Background: an optimization exercise with open tools, aiming at small area, a short achievable clock period and few clock cycles. Do not read the settings as production practice. Where RTL was checked, it was by simulation tests only, not by an equivalence proof against the original. No functional check of the RTL was part of runs 2, 3 and 6. Power is estimated from default activity; no workload was simulated.

**design/flow/design.v**
```verilog
module inst_cache #(
  parameter int unsigned INC_BITS = 6
) (
  input  logic        clk,
  input  logic        rst,
  input  logic [15:0] instAddr,
  output logic        hit,
  output logic [15:0] instruction,
  output logic        memReq,
  output logic [15:0] memAddr,
  input  logic [15:0] memData,
  input  logic        memReady
);
  logic        act_q;       
  logic [15:0] memAddr_q;
  logic [15:0] same;        
  logic [3:0]  nibNe;       
  logic        notReady;    
  logic        loHit, hiSame;
  ic_xnor16 u_same (.a(memAddr_q), .b(instAddr), .y(same));
  ic_nand4  u_ne0  (.a(same[3:0]),   .y(nibNe[0]));
  ic_nand4  u_ne1  (.a(same[7:4]),   .y(nibNe[1]));
  ic_nand4  u_ne2  (.a(same[11:8]),  .y(nibNe[2]));
  ic_nand4  u_ne3  (.a(same[15:12]), .y(nibNe[3]));
  ic_nand2  u_nrdy (.a(act_q), .b(memReady), .y(notReady));
  ic_nor3   u_lo   (.a(nibNe[0]), .b(nibNe[1]), .c(notReady), .y(loHit));
  ic_nor2   u_hi   (.a(nibNe[2]), .b(nibNe[3]), .y(hiSame));
  ic_and2   u_hit  (.a(loHit), .b(hiSame), .y(hit));
  assign instruction = memData;
  assign memReq      = act_q;
  assign memAddr     = memAddr_q;
  always_ff @(posedge clk or posedge rst) begin
    if (rst) act_q <= 1'b0;
    else     act_q <= 1'b1;
  end
  always_ff @(posedge clk) begin
    memAddr_q <= {instAddr[15:INC_BITS], instAddr[INC_BITS-1:0] + INC_BITS'(hit)};
  end
endmodule
module ic_xnor16 (
  input  logic [15:0] a,
  input  logic [15:0] b,
  output logic [15:0] y
);
  assign y = ~(a ^ b);
endmodule
module ic_nand4 (
  input  logic [3:0] a,
  output logic       y
);
  assign y = ~&a;
endmodule
module ic_nand2 (
  input  logic a,
  input  logic b,
  output logic y
);
  assign y = ~(a & b);
endmodule
module ic_nor3 (
  input  logic a,
  input  logic b,
  input  logic c,
  output logic y
);
  assign y = ~(a | b | c);
endmodule
module ic_nor2 (
  input  logic a,
  input  logic b,
  output logic y
);
  assign y = ~(a | b);
endmodule
module ic_and2 (
  input  logic a,
  input  logic b,
  output logic y
);
  assign y = a & b;
endmodule
```
**design/flow/constraint.sdc**
```tcl
create_clock -name core_clock -period 5.5 [get_ports {clk}]
set_input_delay 1.1000 -clock core_clock [delete_from_list [all_inputs] [get_ports {clk}]]
set_output_delay 1.1000 -clock core_clock [all_outputs]
set_load 0.01 [all_outputs]
```
**design/flow/flow/run.sh**
```bash
#!/bin/bash
# Standard ORFS layout, with the port buffers inserted as the smallest plain
# buffer (sky130_fd_sc_hd__buf_1) so the resizer can size them like any other
# buffer.  make's full output goes to flow_make.log; ORFS's per-step logs stay
# under orfs/logs.
set -euo pipefail
bash standard.sh "BUFFER_PORTS_ARGS=-buffer_cell sky130_fd_sc_hd__buf_1" finish > flow_make.log 2>&1
```
**design/flow/config.mk**
```make
export PLATFORM = sky130hd
export DESIGN_NAME = inst_cache
export DESIGN_NICKNAME = inst_cache
export VERILOG_FILES = /design/flow/design.v
export SDC_FILE = /design/flow/constraint.sdc
export NUM_CORES = 4
export LEC_CHECK = 0
export CAP_MARGIN = 20
export CORE_AREA = 3 3 87 87
export CTS_BUF_LIST = sky130_fd_sc_hd__clkbuf_4
export DIE_AREA = 0 0 90 90
export SETUP_SLACK_MARGIN = 2.45
export SLEW_MARGIN = 20
export SYNTH_HIERARCHICAL = 1
export SYNTH_MINIMUM_KEEP_SIZE = 0
```
**design/flow/standard.sh**
```bash
#!/bin/bash
# synth_recipe.tcl (not shown) runs the flow's synth.tcl, then flattens the netlist and writes it again
# the make line also repeats each setting of config.mk as NAME=value (left out here)
make -C /OpenROAD-flow-scripts/flow DESIGN_CONFIG=/design/flow/config.mk WORK_HOME=/design/flow/orfs CLKGATE_MAP_FILE= SYNTH_SCRIPT=/design/flow/synth_recipe.tcl "${@:-finish}"
```
==> flow_summary_export.csv, run 1 <==
group,metric,value,unit
run_status,status,"no timing/DRC/antenna violations",
clock_network,cts-root-buf,"clkbuf_4",
clock_network,htreeDepth,1,
layout,drive_gt1_share,29.0,%
worst_hold_path,timing.hold.worst.class,"primary input to async pin",
global_route,grt-ovfl-total,0,
logic_synthesis,yosys-top-cells-count,"xnor2_1 (18), buf_4 (16), dfxtp_1 (16)",
logic_synthesis,synth_top_area_share,42.8,%
logic_synthesis,synth_top_area_cell,"dfxtp_1",
logic_synthesis,synth-edff-count,0,
layout,finalNonFillerCells,193,
logic_synthesis,synth_area_leaders,"dfxtp_1 (43%), xnor2_1 (21%), buf_4 (16%), dfrtp_1 (3.3%), ha_1 (3.3%)",
logic_synthesis,synth-warning-count,7,
critical_path,start_kind,"primary input",
critical_path,cp_data_arrival_time,1.99,ns
critical_path,critPathMaxStageDelay,0.19,ns
critical_path,cp-end-kind,"output port",
critical_path,crit_required,4.40,ns
floorplan,die_area,8100,µm²
routing,drc,0,
timing,finalSetupViolCount,0,
global_route,antenna_found_initial,0,
timing,clock-skew-final,0.00100,ns
global_route,grt_pass1_wl,2780,µm
routing,ant_nets,0,
run,drv_cap,0,
logic_synthesis,syn-cell-area,748,µm²
placement,routabilityCongestion,0.736,
timing,finalSetupTns,0,ns
timing,drv_slew,0,
routing,first_iter_violations,4,
floorplan,die_x,90,µm
logic_synthesis,seq_area_frac_synth,46.2,%
layout,diodes,0,
timing,max_freq,323,MHz
logic_synthesis,synthDistinctLibCells,16,
placement,io_buffers,36,
critical_path,path_cells,"buf_8 -> xnor2_2 -> nand4_1 -> nor3_2 -> and2_1 -> buf_2",
timing,finalWorstSetupSlack,2.41,ns
layout,nets,138,
timing,finalCritPeriodShare,56.2,%
routing,drt-total-wl,1680,µm
placement,place_ws,2.19,ns
logic_synthesis,synth_area_per_cell,11.0,µm²
layout,synthToLayoutAreaGrowth,41.1,%
layout,fillers,769,
floorplan,io_pins,69,
logic_synthesis,syn_nets,105,
clock_network,cts_tree,"built",
logic_synthesis,synth_cells,68,
floorplan,die_y,90,µm
critical_path,worstPathMaxFanout,2,
clock_network,cts.sink_count,17,
routing,vias_per_cell,2.73,
clock_network,clk_latency,0.29,ns
power,finalPower,245,µW
routing,drt-wirelength-per-cell,8.69,µm
power,ir_drop,0.0000833,V
timing,hold_viol,0,
placement,dp_hpwl,1280,µm
layout,regArea,345,µm²
logic_synthesis,synth_seq_cells,17,
global_route,grt_pass1_vias,611,
routing,drtPass1Iterations,2,
routing,vias,526,
floorplan,core_region_area,6600,µm²
placement,dp.cells,181,
clock_network,clk_pin_slew,0.10,ns
floorplan,initial_core_util,11.3,%
logic_synthesis,yosys.cell_count.top_type,"xnor2_1",
clock_network,clk_path_buf_depth,2,
critical_path,crit_type,"primary input to output port",
critical_path,crit_slowest_cell,"nor3_2",
power,power_per_cell_area,232,nW/µm²
global_route,grt_max_degree,10,
timing,period_minus_slack,3.09,ns
floorplan,row_count,29,
timing,grt_setup_unrepaired,"yes",
clock_network,numCtsBuffers,3,
logic_synthesis,ys_async_sr_fraction,5.88,%
global_route,track_usage,4.37,%
logic_synthesis,ys.flop_type,"dfxtp_1",
power,power_leakage,0.408,nW
layout,multi_input_area,324,µm²
-- layout make-up --
| class | instances | area share [%] |
|---|---|---|
| clock buffer | 4 | 2.84 |
| inverter | 1 | 0.355 |
| sequential | 17 | 32.7 |
| timing repair buffer | 44 | 22.4 |
| multi-input combinational | 34 | 30.7 |
| tap | 93 | 11.0 |
-- Yosys stat by module, one instance, submodules excluded --
module      times used  cells inside  area (µm²)
ic_nand4             4             1        6.26
ic_nand2             1             1        3.75
ic_nor2              1             1        3.75
inst_cache           1            44         559
ic_and2              1             1        6.26
ic_xnor16            1            16         140
ic_nor3              1             1        10.0
-- repair_timing --
action / in CTS / in global routing
endpoints found under the setup margin: 1 / 1
hold buffers: 0 / 0
setup buffers: 8 / 0
resized for setup: 22 / 0
pin swaps: 11 / 1
cloned: 0 / 0
-- placed cells by master, fill, tap and decap left out, types with 3 or more instances in the layout --
master	Yosys	routed
buf_6	0	3
xnor2_2	0	6
buf_4	16	9
xnor2_1	18	12
buf_2	0	3
nand4_1	4	4
buf_1	0	28
clkbuf_4	0	4
dfxtp_1	16	16
-- kinds of logic after synthesis --
kind of cell / Yosys count / share of synthesized area (%)
xor gates and xnor gates: 20 / 23.4
adders and majority gates: 2 / 3.34
buffers and inverters: 17 / 16.6
DFF: 17 / 46.2
other: 1 / 0.501
and+or+nand+nor: 11 / 10.0
-- worst max-delay path, delay by kind of cell --
family,cells,cell delay [ns]
buf+inv,2,0.24
xor+xnor,1,0.12
simple gates,3,0.52
-- report_power, final --
part	switching [mW]	leakage [nW]	internal, mW	total, mW
Clock	0.0403	0.0184	0.0331	0.0734
Combinational	0.0164	0.243	0.0207	0.0371
Sequential	0.00504	0.147	0.130	0.135
-- path summary, 6_finish.rpt --
path,from,endpoint,slack (ns),depth (start not counted)
min,rst,act_q$_DFF_PP0_,0.60,2
max in group asynchronous,rst,act_q$_DFF_PP0_,4.82,2
min reg2reg,act_q$_DFF_PP0_,memAddr_q[0]$_DFF_P_,1.56,11
max reg2reg,memAddr_q[2]$_DFF_P_,memAddr_q[4]$_DFF_P_,3.12,15
min in group core_clock,instAddr[13],memAddr_q[13]$_DFF_P_,0.94,1
max,instAddr[2],hit,2.41,6
-- flip-flops by register name (all words and copies together) (netlist names) --
register   flops
memAddr_q     16
act_q          1
-- per-stage QoR --
stage	hold slack [ns]	util, %	instance area (µm²)
after floorplan	0.829	-	748
after global placement	0.833	13.3	880
after detailed placement	0.867	13.3	880
after CTS	0.581	16.0	1060
after global routing	0.565	16.0	1060
final	0.597	16.0	1060
-- per-layer routing --
metal | up-vias | global-route usage (%) | routed length [µm] | share of wire [%]
li1 | 265 | - | - | -
met1 | 219 | 4.04 | 586 | 35
met2 | 36 | 7.41 | 807 | 48
met3 | 6 | 2.84 | 217 | 13
met4 | 0 | 2.17 | 66 | 3.9
met5 | - | 0 | 0 | 0
Testbench counts, summed over its fixed seeds: cycles 33,817.
==> run 2, diff against run 1 <==
--- a/design/flow/design.v
+++ b/design/flow/design.v
@@ -1,5 +1,5 @@
 module inst_cache #(
-  parameter int unsigned INC_BITS = 6
+  parameter int unsigned INC_BITS = 5
 ) (
   input  logic        clk,
   input  logic        rst,
--- a/design/flow/config.mk
+++ b/design/flow/config.mk
@@ -9,7 +9,7 @@
 export CORE_AREA = 3 3 87 87
 export CTS_BUF_LIST = sky130_fd_sc_hd__clkbuf_4
 export DIE_AREA = 0 0 90 90
-export SETUP_SLACK_MARGIN = 2.45
+export SETUP_SLACK_MARGIN = 2.3
 export SLEW_MARGIN = 20
 export SYNTH_HIERARCHICAL = 1
 export SYNTH_MINIMUM_KEEP_SIZE = 0
==> run 2 against run 1 <==
Against the previous run:
- register-to-register slack better by 0.55 ns
- count of clock-buffer cells in the layout is 1 lower
- non-clock buffer count decreased by 7
- final area shrank 14%
- core utilization decreased by 2.2 points
- clock power fell by 2%
- highest routed layer unchanged
==> flow_summary_export.csv, run 2 <==
group,metric,value,unit
timing,grt_setup_unrepaired,"no",
layout,synthToLayoutAreaGrowth,25.6,%
routing,drt-total-wl,1600,µm
critical_path,critPathMaxStageDelay,0.20,ns
layout,layout_common_cells,"buf_1 (31), xnor2_1 (17), dfxtp_1 (16)",
run_status,status,"no timing/DRC/antenna violations",
logic_synthesis,synth-warning-count,7,
logic_synthesis,syn-cell-area,723,µm²
floorplan,core_region_area,6600,µm²
critical_path,rrSetupSlack,3.67,ns
critical_path,critical_path.top_delay_family,"simple AND/OR/NAND/NOR gates",
global_route,grt_max_degree,12,
timing,drv_slew,0,
timing,hold_viol,0,
layout,reg_top3,"memAddr_q (16), act_q (1)",
placement,place_ws,2.25,ns
critical_path,reg2reg_to,"memAddr_q[4]$_DFF_P_",
timing,finalSetupTns,0,ns
floorplan,die_y,90,µm
logic_synthesis,synthDistinctLibCells,14,
worst_hold_path,timing.hold.worst.class,"primary input to async pin",
logic_synthesis,synth_seq_cells,17,
logic_synthesis,syn_nets,103,
floorplan,die_area,8100,µm²
clock_network,clk_path_buf_depth,2,
layout,multi_input_area,264,µm²
clock_network,clk_pin_slew,0.12,ns
layout,nets,129,
global_route,grt-ovfl-total,0,
routing,drtPass1Iterations,2,
clock_network,numCtsBuffers,3,
layout,regArea,345,µm²
routing,vias_per_cell,2.64,
logic_synthesis,synth_cells,66,
placement,dp_hpwl,1360,µm
timing,max_freq,322,MHz
critical_path,cp_num_buf_inv,2,
clock_network,cts-root-buf,"clkbuf_4",
timing,finalSetupViolCount,0,
critical_path,start_kind,"primary input",
routing,vias,485,
placement,routabilityCongestion,0.610,
routing,wl_met2,774,µm
critical_path,ff2ff_path_depth,9,
layout,final_core_util,13.8,%
layout,drive_gt1_share,14.3,%
clock_network,htreeDepth,1,
critical_path,worstPathMaxFanout,2,
layout,diodes,0,
logic_synthesis,synth-edff-count,0,
timing,finalWorstSetupSlack,2.40,ns
power,power_per_cell_area,261,nW/µm²
layout,largest_register_ffs,16,
timing,finalCritPeriodShare,56.4,%
clock_network,cts_tree,"built",
floorplan,io_pins,69,
logic_synthesis,synth_top_area_share,44.3,%
logic_synthesis,synth_top_area_cell,"dfxtp_1",
logic_synthesis,synth_area_per_cell,11.0,µm²
logic_synthesis,yosys.cell_count.top_type,"xnor2_1",
critical_path,r2r_start,"memAddr_q[5]$_DFF_P_",
critical_path,path_cells,"buf_1 -> xnor2_1 -> nand4_1 -> nor3_2 -> and2_4 -> buf_2",
clock_network,ctsHoldBuffers,0,
routing,drt-wirelength-per-cell,8.67,µm
routing,drc,0,
routing,highest_layer,"met4",
power,ir_drop,0.0000901,V
global_route,grt_pass1_vias,522,
global_route,track_usage,3.96,%
placement,dpl_cell_area,855,µm²
floorplan,die_x,90,µm
critical_path,cp_data_arrival_time,2.00,ns
run,drv_cap,0,
layout,regMostFlops,"memAddr_q",
logic_synthesis,seq_area_frac_synth,47.8,%
logic_synthesis,ys_async_sr_fraction,5.88,%
critical_path,crit_required,4.40,ns
clock_network,clk_latency,0.30,ns
floorplan,row_count,29,
logic_synthesis,ys.flop_type,"dfxtp_1",
routing,wl_met3,149,µm
logic_synthesis,synth_area_leaders,"dfxtp_1 (44%), xnor2_1 (22%), buf_4 (17%), dfrtp_1 (3.5%), ha_1 (3.5%)",
placement,io_buffers,36,
clock_network,cts.sink_count,17,
critical_path,crit_type,"primary input to output port",
global_route,antenna_found_initial,0,
critical_path,crit_slowest_cell,"nor3_2",
timing,clock-skew-final,0.0161,ns
timing,period_minus_slack,3.10,ns
routing,wl_met1,664,µm
layout,design_area,908,µm²
critical_path,cp-end-kind,"output port",
layout,final_common_cell,"buf_1",
layout,fillers,784,
global_route,grt_pass1_wl,2480,µm
logic_synthesis,yosys-top-cells-count,"xnor2_1 (18), buf_4 (16), dfxtp_1 (16)",
routing,first_iter_violations,4,
floorplan,initial_core_util,11.0,%
routing,ant_nets,0,
power,power_leakage,0.312,nW
## run 2: changes by cell type after synthesis
cell     before  now
and3_4        1    0
nand3_1       1    2
xor2_1        2    1
nand3_2       1    0
## run 2: modules after synthesis, one instance, submodules excluded
module | flops+latches | copies in the design | cell area (µm²) | cells inside
ic_nand4 | 0 | 4 | 6.26 | 1
ic_and2 | 0 | 1 | 6.26 | 1
ic_nor3 | 0 | 1 | 10.0 | 1
ic_xnor16 | 0 | 1 | 140 | 16
ic_nor2 | 0 | 1 | 3.75 | 1
inst_cache | 17 | 1 | 534 | 42
ic_nand2 | 0 | 1 | 3.75 | 1
## run 2: routing by layer
layer	up-vias	global-route usage, %
met3	2	2.42
met4	0	0.383
li1	246	-
met5	-	0
met1	208	4.33
met2	29	6.78
## run 2: how the worst max path moves through the flow
stage / slack (ns) / cells past startpoint / from / to
finish: 2.40 / 6 / instAddr[5] / hit
global route: 2.30 / 6 / instAddr[5] / hit
CTS: 2.33 / 6 / instAddr[4] / hit
detailed placement: 2.25 / 6 / instAddr[2] / hit
global placement: 2.26 / 6 / instAddr[4] / hit
floorplan: 2.71 / 4 / instAddr[6] / hit
## run 2: logic make-up (layout without fill, tap and decap cells)
| family | count (synthesis) | count (layout) | synth area share [%] |
|---|---|---|---|
| AND/OR/NAND/NOR | 10 | 10 | 8.13 |
| XOR/XNOR | 19 | 19 | 23.0 |
| flip-flops | 17 | 17 | 47.8 |
| adder cells (fa/ha/maj) | 2 | 2 | 3.46 |
| buffers and inverters | 17 | 42 | 17.1 |
| other | 1 | 1 | 0.519 |
## run 2: worst register-to-register path: cells and delay by family (launching register included)
family,cells,cell delay [ns]
and+or+nand+nor,4,0.63
xor gates and xnor gates,2,0.33
adders and majority gates,2,0.35
buffers and inverters,1,0.10
DFF,1,0.33
## run 2: repair_timing
action / 4_1_cts / 5_1_grt
setup endpoints to repair: 1 / 1
cloned: 0 / 0
pin swaps: 2 / 5
buffers inserted: 0 / 1
gates resized for setup: 3 / 4
endpoints found under the hold margin: 0 / 0
## run 2: final cells by class
class,count,share of cell area [%]
inverters,1,0.413
multi-input cells,32,29.1
well taps,93,12.8
clock buffers,3,2.48
repair buffers,37,16.4
clock inverters,1,0.826
flip-flops and latches,17,38.0
## run 2: report_power, final
group          total [mW]  switching, mW  internal, mW  leakage (nW)
Clock              0.0720         0.0444        0.0277        0.0139
Sequential          0.134        0.00429         0.130         0.147
Combinational      0.0310         0.0158        0.0152         0.151
Total               0.237         0.0645         0.173         0.312
## run 2: per-stage QoR
step	power, mW	hold slack (ns)	cells
5_1_grt	0.253	0.568	184
6_report	0.237	0.585	184
3_5_place_dp	0.168	0.920	179
2_1_floorplan	0.164	0.829	66
3_3_place_gp	0.167	0.914	179
4_1_cts	0.245	0.569	183
==> run 3, diff against run 2 <==
--- a/design/flow/design.v
+++ b/design/flow/design.v
@@ -1,5 +1,5 @@
 module inst_cache #(
-  parameter int unsigned INC_BITS = 5
+  parameter int unsigned INC_BITS = 7
 ) (
   input  logic        clk,
   input  logic        rst,
==> run 3 against run 2 <==
Against the previous run:
- still clean on timing, DRC and antenna
- sequential power hardly changed
- clock skew fell by 0.015 ns
- critical path depth is the same
- first-iteration DRC count grew to 3.8 times the previous value
- via count grew 7.0%
- non-clock buffer count shrank 1
- critical path type unchanged
==> flow_summary_export.csv, run 3 <==
group,metric,value,unit
logic_synthesis,synthDistinctLibCells,17,
clock_network,clk_path_buf_depth,2,
power,power_per_cell_area,254,nW/µm²
timing,hold_viol,0,
placement,io_buffers,36,
layout,drive_gt1_share,18.9,%
power,p_int,180,µW
floorplan,die_y,90,µm
power,power_leakage,0.346,nW
layout,largest_register_ffs,16,
placement,place_ws,2.25,ns
run_status,status,"no timing/DRC/antenna violations",
timing,finalWorstSetupSlack,2.39,ns
power,pwr-share-clk,31.3,%
critical_path,ff2ff_path_depth,9,
critical_path,crit_type,"primary input to output port",
critical_path,rrSetupSlack,3.59,ns
layout,nets,133,
floorplan,row_count,29,
clock_network,cts-root-buf,"clkbuf_4",
logic_synthesis,yosys.cell_count.top_type,"xnor2_1",
logic_synthesis,synth_area_per_cell,10.8,µm²
critical_path,critPathLaunch,"instAddr[2]",
global_route,grt_max_degree,10,
power,switching_share,26.6,%
clock_network,numCtsBuffers,3,
layout,fillers,777,
logic_synthesis,synth-edff-count,0,
clock_network,cts_setup_buffers,0,
critical_path,worstPathMaxFanout,5,
timing,finalSetupTns,0,ns
routing,drtPass1Iterations,2,
layout,synthToLayoutAreaGrowth,25.4,%
critical_path,cp_data_arrival_time,2.01,ns
routing,drt-total-wl,1690,µm
timing,finalSetupViolCount,0,
logic_synthesis,ys_async_sr_fraction,5.88,%
global_route,met3_usage,2.17,%
logic_synthesis,syn_nets,108,
logic_synthesis,syn-cell-area,768,µm²
routing,vias,519,
global_route,grt_pass1_wl,2590,µm
power,ir_drop,0.0000736,V
global_route,busiest_layer,"met2",
timing,finalCritPeriodShare,56.5,%
timing,grt_setup_unrepaired,"no",
logic_synthesis,synth_top_area_cell,"dfxtp_1",
floorplan,core_region_area,6600,µm²
layout,diodes,0,
timing,max_freq,322,MHz
placement,dp.cells,184,
critical_path,r2r_start,"memAddr_q[1]$_DFF_P_",
logic_synthesis,synth_top_area_share,41.7,%
logic_synthesis,synth_area_leaders,"dfxtp_1 (42%), xnor2_1 (22%), buf_4 (16%), dfrtp_1 (3.3%), ha_1 (3.3%)",
logic_synthesis,synth_cells,71,
layout,design_area,963,µm²
global_route,grt-ovfl-total,0,
placement,dpl_cell_area,900,µm²
layout,finalNonFillerCells,188,
layout,layout_common_cells,"buf_1 (29), xnor2_1 (16), dfxtp_1 (16)",
critical_path,start_kind,"primary input",
clock_network,htreeDepth,1,
critical_path,crit_required,4.40,ns
timing,drv_slew,0,
logic_synthesis,seq_area_frac_synth,45.0,%
critical_path,cp-end-kind,"output port",
timing,clock-skew-final,0.00158,ns
layout,regMostFlops,"memAddr_q",
placement,dp_hpwl,1390,µm
global_route,gr-usage-met2,5.97,%
layout,reg_top3,"memAddr_q (16), act_q (1)",
power,combPwrFrac,13.8,%
global_route,antenna_found_initial,0,
critical_path,reg2reg_to,"memAddr_q[6]$_DFF_P_",
clock_network,cts_tree,"built",
timing,period_minus_slack,3.11,ns
logic_synthesis,synth_seq_cells,17,
placement,routabilityCongestion,0.693,
worst_hold_path,timing.hold.worst.class,"primary input to async pin",
global_route,track_usage,4.19,%
logic_synthesis,ys.flop_type,"dfxtp_1",
logic_synthesis,synth-warning-count,7,
global_route,grt_pass1_vias,527,
power,p_sw,65.1,µW
global_route,met1_usage,5.16,%
clock_network,cts.sink_count,17,
clock_network,ctsHoldBuffers,0,
layout,final_common_cell,"buf_1",
logic_synthesis,yosys-top-cells-count,"xnor2_1 (19), buf_4 (16), dfxtp_1 (16)",
routing,vias_per_cell,2.76,
clock_network,clk_latency,0.29,ns
routing,drc,0,
layout,regArea,345,µm²
floorplan,initial_core_util,11.6,%
floorplan,io_pins,69,
floorplan,die_x,90,µm
routing,first_iter_violations,15,
run,drv_cap,0,
layout,multi_input_area,324,µm²
power,seq_power_share,55.0,%
floorplan,die_area,8100,µm²
routing,drt-wirelength-per-cell,8.98,µm
routing,ant_nets,0,
clock_network,clk_pin_slew,0.11,ns
[run 3: changes by cell type in the layout (fill, tap and decap cells not counted), sizes merged]
cell | before | now
clkbuf | 6 | 7
xnor2 | 18 | 19
nand3 | 2 | 3
xor2 | 1 | 2
buf | 34 | 33
and3 | 0 | 2
clkinvlp | 1 | 0
[run 3: cell families after synthesis]
kind of cell | synth area share [%]
flip-flops | 45.0
adder cells (fa/ha/maj) | 3.26
XOR/XNOR | 23.9
buffers and inverters | 16.1
other | 0.488
AND/OR/NAND/NOR | 11.2
[run 3: cell type report]
class / count / area share (%)
Sequential cell: 17 / 35.8
Multi-Input combinational cell: 37 / 33.6
Timing Repair Buffer: 36 / 14.9
Tap cell: 93 / 12.1
Clock buffer: 4 / 3.12
Inverter: 1 / 0.390
[run 3: power by group through the flow]
stage	Combinational, mW	Clock (mW)	Sequential, mW
finish	0.0337	0.0765	0.135
global route	0.0371	0.0883	0.136
CTS	0.0326	0.0828	0.134
detailed placement	0.0321	0	0.137
global placement	0.0316	0	0.137
floorplan	0.0249	0	0.140
[run 3: per-layer routing]
metal	wire length [µm]	share of wire, %	up-vias
li1	-	-	260
met1	755	45	226
met2	685	41	31
met3	235	14	2
met4	11	0.65	0
met5	0	0	-
[run 3: critical path, cell delays in order]
cell,delay (ns)
clkbuf_2,0.13
xnor2_1,0.17
nand4_1,0.13
nor3_2,0.19
and2_4,0.16
buf_2,0.12
[run 3: metrics by stage]
stage	power, mW	utilization, %	hold WS (ns)
finish	0.245	14.6	0.588
global route	0.261	14.6	0.564
floorplan	0.165	-	0.829
global placement	0.169	13.6	0.864
detailed placement	0.169	13.6	0.867
CTS	0.250	14.2	0.569
[run 3: Yosys stat by module (local to each module, per instance)]
module / flip-flops and latches / cells inside / copies in the design
ic_nand2: 0 / 1 / 1
ic_nor2: 0 / 1 / 1
ic_xnor16: 0 / 16 / 1
inst_cache: 17 / 47 / 1
ic_nor3: 0 / 1 / 1
ic_and2: 0 / 1 / 1
ic_nand4: 0 / 1 / 4
[run 3: how the worst max path moves through the flow]
stage          end  slack (ns)  depth (start not counted)
6_report       hit        2.39                          6
3_5_place_dp   hit        2.25                          6
3_3_place_gp   hit        2.26                          6
2_1_floorplan  hit        2.71                          4
4_1_cts        hit        2.31                          6
5_1_grt        hit        2.30                          6
[run 3: what timing repair did]
item,in CTS,in global routing
pin swaps,1,5
gates resized for setup,4,7
setup endpoints to repair,1,1
==> run 4, diff against run 3 <==
--- a/design/flow/design.v
+++ b/design/flow/design.v
@@ -1,5 +1,5 @@
 module inst_cache #(
-  parameter int unsigned INC_BITS = 7
+  parameter int unsigned INC_BITS = 6
 ) (
   input  logic        clk,
   input  logic        rst,
==> design/flow/flow/run.sh (replaced) <==
#!/bin/bash
# Standard ORFS layout, with the port buffers inserted as the smallest plain
# buffer (sky130_fd_sc_hd__buf_1) so the resizer can size them like any other
# buffer, and a clock tree of clkbuf_4 cells without dummy loads.  make's full
# output goes to flow_make.log; ORFS's per-step logs stay under orfs/logs.
set -euo pipefail
bash standard.sh "BUFFER_PORTS_ARGS=-buffer_cell sky130_fd_sc_hd__buf_1" \
  "CTS_ARGS=-sink_clustering_enable -sink_clustering_size 30 -buf_list sky130_fd_sc_hd__clkbuf_4 -root_buf sky130_fd_sc_hd__clkbuf_4 -dont_use_dummy_load -repair_clock_nets" \
  finish > flow_make.log 2>&1
--- a/design/flow/config.mk
+++ b/design/flow/config.mk
@@ -7,9 +7,8 @@
 export LEC_CHECK = 0
 export CAP_MARGIN = 20
 export CORE_AREA = 3 3 87 87
-export CTS_BUF_LIST = sky130_fd_sc_hd__clkbuf_4
 export DIE_AREA = 0 0 90 90
-export SETUP_SLACK_MARGIN = 2.3
+export SETUP_SLACK_MARGIN = 3
 export SLEW_MARGIN = 20
 export SYNTH_HIERARCHICAL = 1
 export SYNTH_MINIMUM_KEEP_SIZE = 0
==> run 4 against run 3 <==
Against the previous run:
- combinational power grew 12%
- via count shrank 1.9%
- first-iteration DRC count shrank 100%
- sequential share of layout area shrank 2.2 points
- total power shrank 2.5%
- final area grew 6.5%
- critical path depth is the same
- wire length shrank 4.9%
- largest cell class unchanged
==> flow_summary_export.csv, run 4 <==
group,metric,value,unit
run_status,status,"no timing/DRC/antenna violations",
logic_synthesis,synth_top_area_share,42.8,%
clock_network,cts_tree,"built",
global_route,met1_usage,3.99,%
power,combPwrFrac,15.8,%
global_route,busiest_layer,"met2",
logic_synthesis,syn-cell-area,748,µm²
timing,finalCritPeriodShare,54.7,%
logic_synthesis,ys.flop_type,"dfxtp_1",
logic_synthesis,synth_seq_cells,17,
critical_path,critical_path.top_delay_family,"simple AND/OR/NAND/NOR gates",
critical_path,worstPathMaxFanout,3,
floorplan,die_y,90,µm
clock_network,cts.sink_count,17,
critical_path,cp_data_arrival_time,1.91,ns
timing,finalSetupViolCount,0,
global_route,grt_pass1_wl,2520,µm
routing,drc,0,
logic_synthesis,seq_area_frac_synth,46.2,%
clock_network,clk_latency,0.29,ns
logic_synthesis,synth-edff-count,0,
layout,final_common_cell,"buf_1",
routing,drt-total-wl,1610,µm
critical_path,crit_required,4.40,ns
layout,largest_register_ffs,16,
power,finalPower,239,µW
critical_path,crit_end,"hit",
floorplan,die_area,8100,µm²
routing,ant_nets,0,
critical_path,reg2reg_to,"memAddr_q[4]$_DFF_P_",
clock_network,ctsHoldBuffers,0,
layout,diodes,0,
placement,routabilityCongestion,0.675,
layout,final_core_util,15.5,%
critical_path,ff2ff_path_depth,9,
critical_path,cp-end-kind,"output port",
clock_network,clk_path_buf_depth,2,
power,power_leakage,0.380,nW
critical_path,crit_slowest_cell,"nor3_2",
logic_synthesis,synth_cells,68,
timing,finalSetupTns,0,ns
clock_network,cts-root-buf,"clkbuf_4",
worst_hold_path,timing.hold.worst.class,"primary input to async pin",
routing,vias_per_cell,2.74,
critical_path,path_cells,"buf_8 -> xnor2_2 -> nand4_1 -> nor3_2 -> and2_4 -> buf_6",
routing,first_iter_violations,0,
logic_synthesis,synth_area_leaders,"dfxtp_1 (43%), xnor2_1 (21%), buf_4 (16%), dfrtp_1 (3.3%), ha_1 (3.3%)",
floorplan,io_pins,69,
layout,finalNonFillerCells,186,
power,pwr-share-clk,27.6,%
timing,max_freq,333,MHz
power,switching_share,26.0,%
global_route,grt-ovfl-total,0,
clock_network,numCtsBuffers,3,
routing,drt-wirelength-per-cell,8.63,µm
logic_synthesis,synth-warning-count,7,
power,seq_power_share,56.5,%
floorplan,die_x,90,µm
power,p_sw,62.0,µW
global_route,grt_pass1_vias,533,
critical_path,rrSetupSlack,3.71,ns
timing,period_minus_slack,3.01,ns
layout,regMostFlops,"memAddr_q",
global_route,met3_usage,2.50,%
critical_path,critPathLaunch,"instAddr[2]",
clock_network,clk_pin_slew,0.10,ns
floorplan,row_count,29,
critical_path,cp.depth,6,
global_route,track_usage,3.95,%
placement,io_buffers,36,
power,ir_drop,0.0000859,V
critical_path,start_kind,"primary input",
timing,grt_setup_unrepaired,"yes",
layout,layout_common_cells,"buf_1 (28), dfxtp_1 (16), xnor2_1 (11)",
power,power_per_cell_area,233,nW/µm²
clock_network,htreeDepth,1,
critical_path,cp_num_buf_inv,2,
global_route,grt_max_degree,10,
critical_path,critPathMaxStageDelay,0.18,ns
critical_path,crit_type,"primary input to output port",
layout,drive_gt1_share,25.8,%
logic_synthesis,syn_nets,105,
logic_synthesis,synthDistinctLibCells,16,
run,drv_cap,0,
layout,reg_top3,"memAddr_q (16), act_q (1)",
routing,vias,509,
logic_synthesis,yosys-top-cells-count,"xnor2_1 (18), buf_4 (16), dfxtp_1 (16)",
timing,hold_ws,0.594,ns
floorplan,initial_core_util,11.3,%
placement,dp.cells,181,
logic_synthesis,ys_async_sr_fraction,5.88,%
timing,hold_viol,0,
timing,clock-skew-final,0.000804,ns
timing,drv_slew,0,
global_route,gr-usage-met2,6.97,%
global_route,antenna_found_initial,0,
placement,dp_hpwl,1380,µm
layout,nets,132,
logic_synthesis,yosys.cell_count.top_type,"xnor2_1",
floorplan,core_region_area,6600,µm²
layout,synthToLayoutAreaGrowth,37.1,%
logic_synthesis,synth_area_per_cell,11.0,µm²
routing,drtPass1Iterations,1,
critical_path,r2r_start,"memAddr_q[0]$_DFF_P_",
logic_synthesis,synth_top_area_cell,"dfxtp_1",
power,p_int,177,µW
run 4: changes by cell type in the layout (fill, tap and decap cells not counted), moves of 3 or more:
cell and change:
buf_6 +5, xnor2_1 -5, xnor2_2 +4, buf_2 -3, buf_4 +3, clkbuf_2 -3
run 4: timing repair:
item	in CTS	in global routing
resized for setup	16	11
pin swaps	7	7
setup buffers	1	1
endpoints found under the setup margin	1	1
run 4: Yosys stat by module, one instance, submodules excluded:
module | copies in the design | cells inside | area [µm²]
ic_and2 | 1 | 1 | 6.26
ic_nand2 | 1 | 1 | 3.75
ic_nand4 | 4 | 1 | 6.26
ic_nor2 | 1 | 1 | 3.75
ic_nor3 | 1 | 1 | 10.0
ic_xnor16 | 1 | 16 | 140
inst_cache | 1 | 44 | 559
run 4: worst min path at each step:
stage | from | to | slack [ns]
final | rst | act_q$_DFF_PP0_ | 0.59
after global routing | rst | act_q$_DFF_PP0_ | 0.59
after CTS | rst | act_q$_DFF_PP0_ | 0.57
after detailed placement | rst | act_q$_DFF_PP0_ | 0.91
after global placement | rst | act_q$_DFF_PP0_ | 0.91
after floorplan | rst | act_q$_DFF_PP0_ | 0.83
run 4: cell families (layout without fill, tap and decap cells):
| kind of cell | Yosys count | after routing | synth area share, % |
|---|---|---|---|
| XOR/XNOR | 20 | 20 | 23.4 |
| adder cells (fa/ha/maj) | 2 | 2 | 3.34 |
| buffers and inverters | 17 | 42 | 16.6 |
| flip-flops | 17 | 17 | 46.2 |
| other | 1 | 1 | 0.501 |
| AND/OR/NAND/NOR | 11 | 11 | 10.0 |
run 4: per-layer routing:
metal  share of wire [%]  wire length [µm]
met1                  36               575
met2                  51               813
met3                  13               216
met4                   0                 0
met5                   0                 0
run 4: metrics by stage:
stage	area (µm²)	setup slack, ns
after global placement	912	2.23
after global routing	1030	2.41
final	1030	2.49
after detailed placement	912	2.25
after CTS	990	2.43
after floorplan	781	2.78
run 4: power by group through the flow:
stage                     sequential, mW  clock, mW  combinational (mW)
after floorplan                    0.141          0              0.0264
after global placement             0.138          0              0.0326
after detailed placement           0.138          0              0.0329
after CTS                          0.135     0.0727              0.0361
after global routing               0.136     0.0748              0.0413
final                              0.135     0.0659              0.0378
run 4: layout make-up:
type	instances	area, µm²
sequential	17	345
timing repair buffer	38	204
clock buffer	3	22.5
inverter	1	3.75
tap	93	116
multi-input combinational	34	334
fill	773	5580
Testbench counts of run 4, summed over its fixed seeds: cycles 33,817.
==> run 5, diff against run 4 <==
--- a/design/flow/config.mk
+++ b/design/flow/config.mk
@@ -8,6 +8,7 @@
 export CAP_MARGIN = 20
 export CORE_AREA = 3 3 87 87
 export DIE_AREA = 0 0 90 90
+export PLACE_DENSITY = 0.7
 export SETUP_SLACK_MARGIN = 3
 export SLEW_MARGIN = 20
 export SYNTH_HIERARCHICAL = 1
==> run 5 against run 4 <==
Against the previous run:
- final area decreased by 0.12%
- flip-flop and latch count unchanged
- worst setup slack got worse by 0.019 ns
- clock power decreased by 0.8%
- critical endpoint unchanged
- non-clock buffer count decreased by 1
- largest cell class is now multi-input gates
- largest power group unchanged
- count of clock-buffer cells in the layout unchanged
- sequential share of layout area about the same
==> flow_summary_export.csv, run 5 <==
group,metric,value,unit
logic_synthesis,syn_nets,105,
routing,vias_per_cell,2.65,
timing,period_minus_slack,3.03,ns
floorplan,row_count,29,
logic_synthesis,synth_cells,68,
routing,drt-total-wl,1760,µm
timing,finalSetupTns,0,ns
logic_synthesis,syn-cell-area,748,µm²
logic_synthesis,synth_area_per_cell,11.0,µm²
timing,max_freq,331,MHz
layout,largest_register_ffs,16,
clock_network,clk_latency,0.30,ns
logic_synthesis,synth_top_area_share,42.8,%
timing,clock-skew-final,0.0335,ns
power,power_per_cell_area,234,nW/µm²
placement,dp.cells,181,
floorplan,die_y,90,µm
placement,routabilityCongestion,0.605,
critical_path,rrSetupSlack,3.72,ns
layout,diodes,0,
critical_path,cp-end-kind,"output port",
routing,first_iter_violations,10,
clock_network,clk_path_buf_depth,2,
critical_path,start_kind,"primary input",
global_route,grt-ovfl-total,0,
critical_path,crit_required,4.40,ns
layout,drive_gt1_share,27.2,%
timing,hold_viol,0,
logic_synthesis,synth_seq_cells,17,
critical_path,critPathMaxStageDelay,0.17,ns
layout,final_core_util,15.5,%
clock_network,clk_pin_slew,0.12,ns
worst_hold_path,timing.hold.worst.class,"primary input to async pin",
floorplan,core_region_area,6600,µm²
placement,dp_hpwl,1490,µm
floorplan,initial_core_util,11.3,%
clock_network,cts.sink_count,17,
layout,layout_common_cells,"buf_1 (27), dfxtp_1 (16), xnor2_1 (10)",
layout,finalNonFillerCells,185,
global_route,grt_pass1_wl,2750,µm
logic_synthesis,synth_top_area_cell,"dfxtp_1",
logic_synthesis,yosys-top-cells-count,"xnor2_1 (18), buf_4 (16), dfxtp_1 (16)",
layout,final_common_cell,"buf_1",
power,power_leakage,0.380,nW
clock_network,cts_tree,"built",
routing,drt-wirelength-per-cell,9.54,µm
global_route,track_usage,4.47,%
layout,reg_top3,"memAddr_q (16), act_q (1)",
critical_path,cp_data_arrival_time,1.93,ns
global_route,antenna_found_initial,0,
timing,grt_setup_unrepaired,"yes",
layout,regMostFlops,"memAddr_q",
clock_network,ctsHoldBuffers,0,
logic_synthesis,ys_async_sr_fraction,5.88,%
logic_synthesis,ys.flop_type,"dfxtp_1",
logic_synthesis,synth_area_leaders,"dfxtp_1 (43%), xnor2_1 (21%), buf_4 (16%), dfrtp_1 (3.3%), ha_1 (3.3%)",
logic_synthesis,synth-edff-count,0,
run_status,status,"no timing/DRC/antenna violations",
logic_synthesis,yosys.cell_count.top_type,"xnor2_1",
logic_synthesis,seq_area_frac_synth,46.2,%
routing,ant_nets,0,
routing,drtPass1Iterations,2,
floorplan,io_pins,69,
clock_network,numCtsBuffers,3,
timing,drv_slew,0,
logic_synthesis,synth-warning-count,7,
logic_synthesis,synthDistinctLibCells,16,
floorplan,die_x,90,µm
power,ir_drop,0.0000600,V
clock_network,cts-root-buf,"clkbuf_4",
critical_path,path_cells,"buf_8 -> xnor2_4 -> nand4_1 -> nor3_2 -> and2_4 -> buf_6",
clock_network,htreeDepth,1,
placement,place_ws,2.29,ns
global_route,grt_max_degree,12,
routing,drc,0,
layout,synthToLayoutAreaGrowth,37.0,%
timing,finalSetupViolCount,0,
timing,finalCritPeriodShare,55.0,%
routing,vias,491,
timing,finalWorstSetupSlack,2.47,ns
critical_path,crit_type,"primary input to output port",
critical_path,crit_slowest_cell,"nor3_2",
run,drv_cap,0,
floorplan,die_area,8100,µm²
global_route,grt_pass1_vias,572,
placement,io_buffers,36,
critical_path,worstPathMaxFanout,2,
layout,nets,131,
timing,hold_ws,0.587,ns
run 5: cells by family after synthesis:
| group | after synthesis | synth area share, % |
|---|---|---|
| xor gates and xnor gates | 20 | 23.4 |
| DFF | 17 | 46.2 |
| adders and majority gates | 2 | 3.34 |
| buffers and inverters | 17 | 16.6 |
| other | 1 | 0.501 |
| and+or+nand+nor | 11 | 10.0 |
run 5: cell type report:
cell class / instances / area (µm²)
multi-input combinational: 34 / 353
tap: 93 / 116
fill: 772 / 5580
sequential: 17 / 345
timing repair buffer: 37 / 184
clock buffer: 3 / 22.5
inverter: 1 / 3.75
run 5: through the flow:
stage	total power, mW	instance area, µm²
6_report	0.240	1020
5_1_grt	0.258	1020
4_1_cts	0.242	942
3_5_place_dp	0.171	912
3_3_place_gp	0.171	912
2_1_floorplan	0.167	781
run 5: worst paths after layout:
check                                           from  depth (start not counted)                     to
worst min-delay path                             rst                          2        act_q$_DFF_PP0_
worst min register to register       act_q$_DFF_PP0_                          5   memAddr_q[0]$_DFF_P_
worst max-delay path                     instAddr[7]                          6                    hit
max in group asynchronous                        rst                          2        act_q$_DFF_PP0_
worst max register to register  memAddr_q[4]$_DFF_P_                          9   memAddr_q[5]$_DFF_P_
min in group core_clock                 instAddr[14]                          1  memAddr_q[14]$_DFF_P_
run 5: Yosys stat by module (local to each module, per instance):
module / cells inside / copies in the design
inst_cache: 44 / 1
ic_xnor16: 16 / 1
ic_nor3: 1 / 1
ic_and2: 1 / 1
ic_nand4: 1 / 4
ic_nand2: 1 / 1
ic_nor2: 1 / 1
run 5: layer usage:
| layer | track usage (%) | wire length [µm] | up-vias |
|---|---|---|---|
| met3 | 3.34 | 229 | 2 |
| met5 | 0 | 0 | - |
| li1 | - | - | 250 |
| met4 | 1.66 | 27 | 0 |
| met2 | 7.41 | 812 | 25 |
| met1 | 4.24 | 694 | 214 |
run 5: power breakdown:
part           switching (mW)  internal [mW]
Clock                  0.0400         0.0254
Sequential            0.00564          0.130
Combinational          0.0175         0.0215
Total                  0.0631          0.177
run 5: critical path, delay by kind of cell:
family	cells	cell delay [ns]
buf+inv	2	0.20
simple gates	3	0.46
xor+xnor	1	0.16
run 5: what timing repair did:
action	4_1_cts	5_1_grt
endpoints found under the setup margin	1	1
hold endpoints to repair	0	0
setup buffers	0	1
pin swaps	2	7
resized for setup	6	19
==> run 6, diff against run 5 <==
--- a/design/flow/design.v
+++ b/design/flow/design.v
@@ -1,5 +1,5 @@
 module inst_cache #(
-  parameter int unsigned INC_BITS = 6
+  parameter int unsigned INC_BITS = 7
 ) (
   input  logic        clk,
   input  logic        rst,
--- a/design/flow/config.mk
+++ b/design/flow/config.mk
@@ -8,7 +8,6 @@
 export CAP_MARGIN = 20
 export CORE_AREA = 3 3 87 87
 export DIE_AREA = 0 0 90 90
-export PLACE_DENSITY = 0.7
 export SETUP_SLACK_MARGIN = 3
 export SLEW_MARGIN = 20
 export SYNTH_HIERARCHICAL = 1
==> run 6 against run 5 <==
Against the previous run:
- register-to-register slack worse by 0.11 ns
- core utilization grew 0.55 points
- fmax grew 0.53%
- clock power fell by 2%
- critical path type unchanged
- critical endpoint unchanged
- largest cell class unchanged
==> flow_summary_export.csv, run 6 <==
group,metric,value,unit
run_status,status,"no timing/DRC/antenna violations",
critical_path,r2r_start,"memAddr_q[3]$_DFF_P_",
logic_synthesis,synthDistinctLibCells,17,
critical_path,cp-end-kind,"output port",
power,pwr-share-clk,26.6,%
logic_synthesis,syn-cell-area,768,µm²
clock_network,clk_pin_slew,0.10,ns
logic_synthesis,seq_area_frac_synth,45.0,%
floorplan,die_area,8100,µm²
floorplan,die_x,90,µm
global_route,antenna_found_initial,0,
placement,dp_hpwl,1550,µm
layout,diodes,0,
floorplan,die_y,90,µm
clock_network,cts.sink_count,17,
routing,first_iter_violations,9,
routing,drc,0,
critical_path,rrSetupSlack,3.61,ns
logic_synthesis,yosys.cell_count.top_type,"xnor2_1",
logic_synthesis,ys.flop_type,"dfxtp_1",
critical_path,crit_required,4.40,ns
timing,drv_slew,0,
global_route,track_usage,4.65,%
logic_synthesis,syn_nets,108,
layout,nets,133,
placement,io_buffers,36,
clock_network,clk_latency,0.29,ns
clock_network,cts-root-buf,"clkbuf_4",
global_route,grt_pass1_wl,2840,µm
critical_path,start_kind,"primary input",
routing,vias,508,
logic_synthesis,yosys-top-cells-count,"xnor2_1 (19), buf_4 (16), dfxtp_1 (16)",
routing,drt-wirelength-per-cell,9.68,µm
routing,drt-total-wl,1810,µm
logic_synthesis,ys_async_sr_fraction,5.88,%
power,seq_power_share,56.1,%
power,combPwrFrac,17.3,%
global_route,grt-ovfl-total,0,
power,switching_share,26.1,%
timing,hold_viol,0,
floorplan,row_count,29,
clock_network,numCtsBuffers,3,
critical_path,cp_data_arrival_time,1.91,ns
run,drv_cap,0,
logic_synthesis,synth-warning-count,7,
power,ir_drop,0.0000372,V
clock_network,cts_setup_buffers,0,
logic_synthesis,synth_top_area_cell,"dfxtp_1",
layout,drive_gt1_share,26.6,%
layout,multi_input_area,387,µm²
timing,period_minus_slack,3.01,ns
logic_synthesis,synth_top_area_share,41.7,%
clock_network,ctsHoldBuffers,0,
layout,regMostFlops,"memAddr_q",
timing,max_freq,332,MHz
critical_path,crit_type,"primary input to output port",
layout,reg_top3,"memAddr_q (16), act_q (1)",
power,power_leakage,0.388,nW
timing,finalSetupTns,0,ns
clock_network,cts_tree,"built",
layout,final_core_util,16.1,%
layout,regArea,345,µm²
floorplan,core_region_area,6600,µm²
timing,grt_setup_unrepaired,"yes",
logic_synthesis,synth_cells,71,
logic_synthesis,synth_area_per_cell,10.8,µm²
global_route,grt_max_degree,10,
routing,drtPass1Iterations,2,
timing,finalSetupViolCount,0,
critical_path,ff2ff_path_depth,9,
layout,largest_register_ffs,16,
critical_path,reg2reg_to,"memAddr_q[6]$_DFF_P_",
logic_synthesis,synth-edff-count,0,
logic_synthesis,synth_seq_cells,17,
layout,final_common_cell,"buf_1",
layout,fillers,768,
floorplan,io_pins,69,
power,p_sw,62.9,µW
layout,layout_common_cells,"buf_1 (27), dfxtp_1 (16), xnor2_1 (11)",
placement,routabilityCongestion,0.592,
global_route,grt_pass1_vias,572,
floorplan,initial_core_util,11.6,%
routing,ant_nets,0,
power,p_int,179,µW
logic_synthesis,synth_area_leaders,"dfxtp_1 (42%), xnor2_1 (22%), buf_4 (16%), dfrtp_1 (3.3%), ha_1 (3.3%)",
layout,synthToLayoutAreaGrowth,38.1,%
routing,vias_per_cell,2.72,
timing,clock-skew-final,0.00808,ns
clock_network,clk_path_buf_depth,2,
worst_hold_path,timing.hold.worst.class,"primary input to async pin",
power,power_per_cell_area,228,nW/µm²
critical_path,worstPathMaxFanout,5,
timing,finalCritPeriodShare,54.7,%
clock_network,htreeDepth,1,
## run 6: cell types whose count changed after synthesis
cell,delta
nand3_1,+1
xnor2_1,+1
and3_1,+1
## run 6: per-layer routing
| metal | routed length (µm) | track usage, % |
|---|---|---|
| met1 | 693 | 4.85 |
| met2 | 903 | 7.47 |
| met3 | 180 | 2.09 |
| met4 | 34 | 3.19 |
| met5 | 0 | 0 |
## run 6: modules after synthesis (local to each module, per instance), excerpt
module	flops+latches	copies in the design	cells inside	area, µm²
ic_and2	0	1	1	6.26
inst_cache	17	1	47	579
ic_nor2	0	1	1	3.75
ic_nand2	0	1	1	3.75
ic_xnor16	0	1	16	140
ic_nand4	0	4	1	6.26
## run 6: repair_timing
item | in CTS | in global routing
pin swaps | 2 | 10
resized for setup | 7 | 24
endpoints found under the hold margin | 0 | 0
setup endpoints to repair | 2 | 2
## run 6: cells by family after synthesis
family | synth area share [%]
buffers and inverters | 16.1
XOR/XNOR | 23.9
flip-flops | 45.0
adder cells (fa/ha/maj) | 3.26
other | 0.488
AND/OR/NAND/NOR | 11.2
## run 6: final cells by class
cell class / instances / area share (%)
sequential: 17 / 32.5
timing repair buffer: 36 / 17.6
clock buffer: 3 / 2.12
inverter: 1 / 0.354
tap: 93 / 11.0
multi-input combinational: 37 / 36.4
## run 6: worst max-delay path: stages
cell and delay, ns:
buf_8 0.11, xnor2_2 0.14, nand4_1 0.12, nor3_2 0.19, and2_4 0.17, buf_6 0.10
## run 6: power groups by stage
stage | registers (mW) | logic (mW) | clock network [mW]
final | 0.135 | 0.0418 | 0.0643
after global routing | 0.137 | 0.0461 | 0.0795
after CTS | 0.135 | 0.0360 | 0.0726
after detailed placement | 0.138 | 0.0347 | 0
after global placement | 0.137 | 0.0348 | 0
after floorplan | 0.141 | 0.0267 | 0
## run 6: per-stage QoR
stage / setup WS (ns) / instances / hold WS, ns / total power, mW / area (µm²)
detailed placement: 2.31 / 184 / 0.885 / 0.172 / 932
global placement: 2.30 / 184 / 0.879 / 0.172 / 932
floorplan: 2.78 / 71 / 0.829 / 0.167 / 801
global route: 2.40 / 187 / 0.590 / 0.262 / 1060
CTS: 2.42 / 187 / 0.584 / 0.244 / 970
finish: 2.49 / 187 / 0.605 / 0.242 / 1060
## run 6: worst max-delay path by stage
| stage | start | end |
|---|---|---|
| 6_report | instAddr[2] | hit |
| 5_1_grt | instAddr[2] | hit |
| 4_1_cts | instAddr[7] | hit |
| 3_5_place_dp | instAddr[3] | hit |
| 3_3_place_gp | instAddr[3] | hit |
| 2_1_floorplan | instAddr[1] | hit |
==> run 7, diff against run 6 <==
--- a/design/flow/design.v
+++ b/design/flow/design.v
@@ -1,5 +1,5 @@
 module inst_cache #(
-  parameter int unsigned INC_BITS = 7
+  parameter int unsigned INC_BITS = 6
 ) (
   input  logic        clk,
   input  logic        rst,
==> design/flow/flow/run.sh (replaced) <==
#!/bin/bash
# Standard ORFS layout, with the port buffers inserted as the smallest plain
# buffer (sky130_fd_sc_hd__buf_1) so the resizer can size them like any other
# buffer, and a clock tree of clkbuf_4 cells without dummy loads.  make's full
# output goes to flow_make.log; ORFS's per-step logs stay under orfs/logs.
set -euo pipefail
bash standard.sh "BUFFER_PORTS_ARGS=-buffer_cell sky130_fd_sc_hd__buf_1" \
  "CTS_ARGS=-buf_list sky130_fd_sc_hd__clkbuf_4 -root_buf sky130_fd_sc_hd__clkbuf_4 -dont_use_dummy_load -repair_clock_nets" \
  finish > flow_make.log 2>&1
==> run 7 against run 6 <==
Against the previous run:
- core utilization down 0.53 points
- final area decreased by 3.3%
- count of clock-buffer cells in the layout is the same
- die area did not move
- via count is 0.20% higher
- total power is 1.1% lower
- worst setup slack gained 0.0031 ns
- wire length fell by 11%
- critical path type unchanged
==> flow_summary_export.csv, run 7 <==
group,metric,value,unit
clock_network,cts-root-buf,"clkbuf_4",
layout,reg_top3,"memAddr_q (16), act_q (1)",
timing,max_freq,333,MHz
logic_synthesis,synth_top_area_share,42.8,%
floorplan,io_pins,69,
layout,largest_register_ffs,16,
power,power_leakage,0.380,nW
logic_synthesis,synthDistinctLibCells,16,
global_route,grt-ovfl-total,0,
logic_synthesis,synth_area_leaders,"dfxtp_1 (43%), xnor2_1 (21%), buf_4 (16%), dfrtp_1 (3.3%), ha_1 (3.3%)",
global_route,antenna_found_initial,0,
logic_synthesis,syn-cell-area,748,µm²
timing,finalWorstSetupSlack,2.49,ns
layout,diodes,0,
timing,grt_setup_unrepaired,"yes",
routing,drt-wirelength-per-cell,8.63,µm
routing,vias_per_cell,2.74,
layout,final_common_cell,"buf_1",
layout,final_core_util,15.5,%
logic_synthesis,synth_cells,68,
global_route,grt_pass1_wl,2520,µm
routing,drt-total-wl,1610,µm
logic_synthesis,synth-edff-count,0,
layout,regMostFlops,"memAddr_q",
critical_path,crit_slowest_cell,"nor3_2",
critical_path,cp-end-kind,"output port",
run,drv_cap,0,
critical_path,worstPathMaxFanout,3,
clock_network,clk_latency,0.29,ns
timing,clock-skew-final,0.000804,ns
critical_path,crit_type,"primary input to output port",
placement,routabilityCongestion,0.675,
global_route,busiest_layer,"met2",
logic_synthesis,synth_area_per_cell,11.0,µm²
clock_network,htreeDepth,1,
routing,vias,509,
run_status,status,"no timing/DRC/antenna violations",
layout,layout_common_cells,"buf_1 (28), dfxtp_1 (16), xnor2_1 (11)",
critical_path,start_kind,"primary input",
placement,io_buffers,36,
logic_synthesis,synth_seq_cells,17,
routing,drc,0,
global_route,grt_pass1_vias,533,
global_route,grt_max_degree,10,
layout,drive_gt1_share,25.8,%
timing,hold_viol,0,
routing,ant_nets,0,
layout,nets,132,
floorplan,initial_core_util,11.3,%
clock_network,numCtsBuffers,3,
floorplan,die_area,8100,µm²
logic_synthesis,syn_nets,105,
layout,finalNonFillerCells,186,
logic_synthesis,synth-warning-count,7,
timing,finalSetupTns,0,ns
floorplan,row_count,29,
clock_network,clk_path_buf_depth,2,
timing,finalCritPeriodShare,54.7,%
floorplan,die_y,90,µm
clock_network,cts.sink_count,17,
global_route,gr-usage-met2,6.97,%
logic_synthesis,ys.flop_type,"dfxtp_1",
critical_path,path_cells,"buf_8 -> xnor2_2 -> nand4_1 -> nor3_2 -> and2_4 -> buf_6",
power,power_per_cell_area,233,nW/µm²
placement,dp.cells,181,
logic_synthesis,seq_area_frac_synth,46.2,%
global_route,met3_usage,2.50,%
critical_path,crit_required,4.40,ns
logic_synthesis,synth_top_area_cell,"dfxtp_1",
layout,synthToLayoutAreaGrowth,37.1,%
critical_path,critPathMaxStageDelay,0.18,ns
floorplan,die_x,90,µm
floorplan,core_region_area,6600,µm²
timing,period_minus_slack,3.01,ns
logic_synthesis,yosys-top-cells-count,"xnor2_1 (18), buf_4 (16), dfxtp_1 (16)",
critical_path,critPathLaunch,"instAddr[2]",
power,ir_drop,0.0000859,V
timing,drv_slew,0,
clock_network,clk_pin_slew,0.10,ns
routing,first_iter_violations,0,
timing,finalSetupViolCount,0,
placement,place_ws,2.25,ns
placement,dp_hpwl,1380,µm
logic_synthesis,ys_async_sr_fraction,5.88,%
global_route,met1_usage,3.99,%
critical_path,r2r_start,"memAddr_q[0]$_DFF_P_",
worst_hold_path,timing.hold.worst.class,"primary input to async pin",
clock_network,ctsHoldBuffers,0,
critical_path,cp_data_arrival_time,1.91,ns
logic_synthesis,yosys.cell_count.top_type,"xnor2_1",
global_route,track_usage,3.95,%
clock_network,cts_tree,"built",
routing,drtPass1Iterations,1,
## run 7: layout make-up
| type | instances | area, µm² |
|---|---|---|
| repair buffers | 38 | 204 |
| multi-input cells | 34 | 334 |
| fillers | 773 | 5580 |
| inverters | 1 | 3.75 |
| flip-flops and latches | 17 | 345 |
| clock buffers | 3 | 22.5 |
| well taps | 93 | 116 |
## run 7: routing by layer
layer | vias to the layer above | share of wire, %
met5 | - | 0
met4 | 0 | 0
met3 | 0 | 13
met2 | 30 | 51
met1 | 226 | 36
li1 | 253 | -
## run 7: modules after synthesis, one instance, submodules excluded
module      times used  flip-flops and latches  cell area, µm²  cells inside
ic_and2              1                       0            6.26             1
ic_nand2             1                       0            3.75             1
ic_nand4             4                       0            6.26             1
ic_nor2              1                       0            3.75             1
ic_nor3              1                       0            10.0             1
ic_xnor16            1                       0             140            16
inst_cache           1                      17             559            44
## run 7: repair_timing
item                       in CTS  in global routing
pin swaps                       7                  7
buffers inserted                1                  1
setup endpoints to repair       1                  1
resized for setup              16                 11
## run 7: through the flow
stage / cell area [µm²] / total power, mW / hold WS (ns)
final: 1030 / 0.239 / 0.594
after global routing: 1030 / 0.252 / 0.585
after CTS: 990 / 0.244 / 0.571
after detailed placement: 912 / 0.171 / 0.911
after global placement: 912 / 0.170 / 0.907
after floorplan: 781 / 0.167 / 0.829
## run 7: path summary, 6_finish.rpt
| path | endpoint | slack, ns | depth (start not counted) |
|---|---|---|---|
| worst min-delay path | act_q$_DFF_PP0_ | 0.59 | 2 |
| worst min register to register | memAddr_q[0]$_DFF_P_ | 1.01 | 5 |
| max in group asynchronous | act_q$_DFF_PP0_ | 4.82 | 2 |
| worst max register to register | memAddr_q[4]$_DFF_P_ | 3.71 | 9 |
| min in group core_clock | memAddr_q[7]$_DFF_P_ | 0.91 | 1 |
| worst max-delay path | hit | 2.49 | 6 |
## run 7: power breakdown
part | internal [mW] | leakage (nW) | switching, mW
Sequential | 0.130 | 0.147 | 0.00510
Clock | 0.0254 | 0.0138 | 0.0405
Combinational | 0.0215 | 0.219 | 0.0164
## run 7: logic make-up (layout without fill, tap and decap cells)
group                    after synthesis  in the layout  synth area share, %
XOR/XNOR                              20             20                 23.4
flip-flops                            17             17                 46.2
buffers and inverters                 17             42                 16.6
AND/OR/NAND/NOR                       11             11                 10.0
adder cells (fa/ha/maj)                2              2                 3.34
other                                  1              1                0.501
## run 7: worst max-delay path: cells and delay by family
family | cells | cell delay (ns)
AND/OR/NAND/NOR | 3 | 0.47
XOR/XNOR | 1 | 0.14
buffers and inverters | 2 | 0.20
Testbench counts of run 7, summed over its fixed seeds: cycles 33,817.
==> run 8, diff against run 7 <==
--- a/design/flow/design.v
+++ b/design/flow/design.v
@@ -11,7 +11,6 @@
   input  logic [15:0] memData,
   input  logic        memReady
 );
-  logic        act_q;       
   logic [15:0] memAddr_q;
   logic [15:0] same;        
   logic [3:0]  nibNe;       
@@ -22,17 +21,13 @@
   ic_nand4  u_ne1  (.a(same[7:4]),   .y(nibNe[1]));
   ic_nand4  u_ne2  (.a(same[11:8]),  .y(nibNe[2]));
   ic_nand4  u_ne3  (.a(same[15:12]), .y(nibNe[3]));
-  ic_nand2  u_nrdy (.a(act_q), .b(memReady), .y(notReady));
+  ic_nrdy   u_nrdy (.rst(rst), .ready(memReady), .y(notReady));
   ic_nor3   u_lo   (.a(nibNe[0]), .b(nibNe[1]), .c(notReady), .y(loHit));
   ic_nor2   u_hi   (.a(nibNe[2]), .b(nibNe[3]), .y(hiSame));
   ic_and2   u_hit  (.a(loHit), .b(hiSame), .y(hit));
   assign instruction = memData;
-  assign memReq      = act_q;
+  assign memReq      = !rst;
   assign memAddr     = memAddr_q;
-  always_ff @(posedge clk or posedge rst) begin
-    if (rst) act_q <= 1'b0;
-    else     act_q <= 1'b1;
-  end
   always_ff @(posedge clk) begin
     memAddr_q <= {instAddr[15:INC_BITS], instAddr[INC_BITS-1:0] + INC_BITS'(hit)};
   end
@@ -50,12 +45,12 @@
 );
   assign y = ~&a;
 endmodule
-module ic_nand2 (
-  input  logic a,
-  input  logic b,
+module ic_nrdy (
+  input  logic rst,
+  input  logic ready,
   output logic y
 );
-  assign y = ~(a & b);
+  assign y = rst | ~ready;
 endmodule
 module ic_nor3 (
   input  logic a,
==> design/flow/flow/run.sh (replaced) <==
#!/bin/bash
# Standard ORFS layout, with the port buffers inserted as the smallest plain
# buffer (sky130_fd_sc_hd__buf_1) so the resizer can size them like any other
# buffer, and a small clock tree.  make's full output goes to flow_make.log;
# ORFS's per-step logs stay under orfs/logs.
set -euo pipefail
bash standard.sh "BUFFER_PORTS_ARGS=-buffer_cell sky130_fd_sc_hd__buf_1" \
  "CTS_ARGS=-buf_list sky130_fd_sc_hd__clkbuf_8 -root_buf sky130_fd_sc_hd__clkbuf_8 -dont_use_dummy_load -repair_clock_nets" \
  finish > flow_make.log 2>&1
--- a/design/flow/config.mk
+++ b/design/flow/config.mk
@@ -8,7 +8,7 @@
 export CAP_MARGIN = 20
 export CORE_AREA = 3 3 87 87
 export DIE_AREA = 0 0 90 90
-export SETUP_SLACK_MARGIN = 3
+export SETUP_SLACK_MARGIN = 2.3
 export SLEW_MARGIN = 20
 export SYNTH_HIERARCHICAL = 1
 export SYNTH_MINIMUM_KEEP_SIZE = 0
==> run 8 against run 7 <==
Against the previous run:
- register-to-register slack improved by 0.03 ns
- highest routed layer is now met4
- total power rose by 2.6%
- still clean on timing, DRC and antenna
- synthesized cell count fell by 2.9%
- sequential power fell by 6%
- core utilization fell by 1.6 points
- wire length rose by 3.1%
- count of clock-buffer cells in the layout did not move
- global-route usage rose by 0.12 points
- final cell count fell by 2.2%
==> flow_summary_export.csv, run 8 <==
group,metric,value,unit
timing,drv_slew,0,
clock_network,clk_pin_slew,0.06,ns
critical_path,crit_type,"primary input to output port",
floorplan,die_x,90,µm
critical_path,crit_required,4.40,ns
power,power_leakage,0.313,nW
timing,finalSetupViolCount,0,
global_route,grt_pass1_wl,2500,µm
run,drv_cap,0,
power,combPwrFrac,13.2,%
timing,grt_setup_unrepaired,"no",
routing,drtPass1Iterations,2,
worst_hold_path,timing.hold.worst.class,"flip-flop to flip-flop",
global_route,grt_pass1_vias,500,
logic_synthesis,synth_seq_cells,16,
global_route,track_usage,4.07,%
logic_synthesis,ys.flop_type,"dfxtp_1",
routing,first_iter_violations,4,
layout,diodes,0,
layout,final_common_cell,"buf_1",
routing,vias_per_cell,2.71,
logic_synthesis,yosys.cell_count.top_type,"xnor2_1",
clock_network,cts_setup_buffers,0,
power,p_int,187,µW
layout,nets,128,
clock_network,cts_tree,"built",
clock_network,htreeDepth,1,
floorplan,row_count,29,
timing,clock-skew-final,0.00487,ns
power,seq_power_share,51.7,%
routing,drt-wirelength-per-cell,9.09,µm
logic_synthesis,synthDistinctLibCells,14,
logic_synthesis,syn-cell-area,722,µm²
timing,finalCritPeriodShare,56.9,%
power,pwr-share-clk,35.2,%
logic_synthesis,syn_nets,103,
layout,largest_register_ffs,16,
floorplan,die_area,8100,µm²
run_status,status,"no timing/DRC/antenna violations",
floorplan,io_pins,69,
logic_synthesis,synth_area_per_cell,10.9,µm²
logic_synthesis,yosys-top-cells-count,"xnor2_1 (18), buf_4 (16), dfxtp_1 (16)",
global_route,grt-ovfl-total,0,
timing,finalSetupTns,0,ns
timing,period_minus_slack,3.13,ns
clock_network,clk_latency,0.24,ns
floorplan,core_region_area,6600,µm²
clock_network,cts.sink_count,16,
logic_synthesis,synth-warning-count,7,
floorplan,initial_core_util,10.9,%
logic_synthesis,synth_cells,66,
critical_path,worstPathMaxFanout,4,
power,power_per_cell_area,266,nW/µm²
routing,vias,494,
timing,hold_viol,0,
floorplan,die_y,90,µm
routing,drt-total-wl,1660,µm
routing,ant_nets,0,
power,ir_drop,0.000103,V
layout,regMostFlops,"memAddr_q",
timing,slew_headroom,86.6,%
timing,finalWorstSetupSlack,2.37,ns
logic_synthesis,synth_top_area_cell,"dfxtp_1",
placement,io_buffers,36,
global_route,antenna_found_initial,0,
critical_path,cp-end-kind,"output port",
layout,finalNonFillerCells,182,
logic_synthesis,seq_area_frac_synth,44.4,%
clock_network,ctsHoldBuffers,0,
layout,reg_top3,"memAddr_q (16)",
critical_path,start_kind,"primary input",
placement,routabilityCongestion,0.613,
clock_network,clk_path_buf_depth,2,
placement,place_ws,2.20,ns
power,switching_share,23.8,%
layout,layout_common_cells,"buf_1 (31), xnor2_1 (16), dfxtp_1 (16)",
power,finalPower,245,µW
power,p_sw,58.4,µW
clock_network,cts-root-buf,"clkbuf_8",
logic_synthesis,synth-edff-count,0,
logic_synthesis,synth_top_area_share,44.4,%
timing,max_freq,320,MHz
layout,synthToLayoutAreaGrowth,27.6,%
global_route,grt_max_degree,9,
timing,worst_pin_slew,0.202,ns
layout,drive_gt1_share,15.7,%
layout,final_core_util,13.9,%
logic_synthesis,synth_area_leaders,"dfxtp_1 (44%), xnor2_1 (22%), buf_4 (17%), ha_1 (3.5%), nand4_1 (3.5%)",
routing,drc,0,
critical_path,cp_data_arrival_time,2.03,ns
placement,dp.cells,179,
placement,dp_hpwl,1450,µm
clock_network,numCtsBuffers,3,
logic_synthesis,ys_async_sr_fraction,0,%
[run 8: cell types whose count changed in the layout (fill, tap and decap cells not counted), sizes merged]
cell    delta
buf        -4
clkbuf     +2
conb       -1
dfrtp      -1
nand2      -1
nand2b     +1
[run 8: kinds of logic after synthesis]
group / synth area share, %
flops: 44.4
fa+ha+maj: 3.47
xor+xnor: 24.3
buf+inv: 17.2
simple gates: 10.7
[run 8: critical path, cell delays in order]
cell	delay, ns
buf_2	0.14
xnor2_2	0.15
nand4_1	0.12
nor3_2	0.23
and2_4	0.18
buf_4	0.12
[run 8: final cells by class]
class | count | area (µm²)
flip-flops and latches | 16 | 320
fillers | 787 | 5680
clock buffers | 3 | 41.3
repair buffers | 36 | 144
inverters | 1 | 3.75
well taps | 93 | 116
multi-input cells | 33 | 295
[run 8: timing repair]
item / in CTS / in global routing
setup endpoints to repair: 1 / 1
gates cloned: 0 / 0
gates resized for setup: 4 / 5
pin swaps: 1 / 5
endpoints found under the hold margin: 0 / 0
[run 8: path summary, 6_finish.rpt]
path | startpoint | to | slack [ns] | depth (start not counted)
max reg2reg | memAddr_q[2]$_DFF_P_ | memAddr_q[4]$_DFF_P_ | 3.74 | 8
min | memAddr_q[9]$_DFF_P_ | memAddr_q[0]$_DFF_P_ | 0.91 | 5
max | instAddr[3] | hit | 2.37 | 6
min reg2reg | memAddr_q[9]$_DFF_P_ | memAddr_q[0]$_DFF_P_ | 0.91 | 5
[run 8: per-module statistics from Yosys (local to each module, per instance)]
| module | cells | copies in the design |
|---|---|---|
| ic_and2 | 1 | 1 |
| ic_nor3 | 1 | 1 |
| ic_xnor16 | 16 | 1 |
| inst_cache | 42 | 1 |
| ic_nor2 | 1 | 1 |
| ic_nrdy | 1 | 1 |
| ic_nand4 | 1 | 4 |
[run 8: layer usage]
metal	vias to the layer above	track usage [%]	wire length, µm
met1	215	4.59	695
met5	-	0	0
met2	31	6.41	736
li1	244	-	-
met4	0	0.255	12
met3	4	3.09	210
[run 8: power by group through the flow]
| stage | Clock [mW] | Sequential [mW] | Combinational, mW |
|---|---|---|---|
| after global routing | 0.0968 | 0.127 | 0.0358 |
| after detailed placement | 0 | 0.129 | 0.0315 |
| after global placement | 0 | 0.129 | 0.0315 |
| final | 0.0862 | 0.127 | 0.0322 |
| after CTS | 0.0922 | 0.127 | 0.0325 |
| after floorplan | 0 | 0.132 | 0.0249 |
[run 8: per-stage QoR]
step                instance area (µm²)  hold WS [ns]
floorplan                           722         0.929
CTS                                 906         0.941
detailed placement                  853         0.934
global route                        921         0.986
finish                              921         0.906
global placement                    853         0.955
Testbench counts of run 8, summed over its fixed seeds: cycles 33,817.

Re-timed with assumed drivers on the ports (clkbuf_16 on the clock, buf_2 on other inputs), run 8 has 2.346 ns of setup slack against 2.371 ns with ideal ports, and 2.346 ns once port delays also move by the mid clock arrival of 0.265 ns.
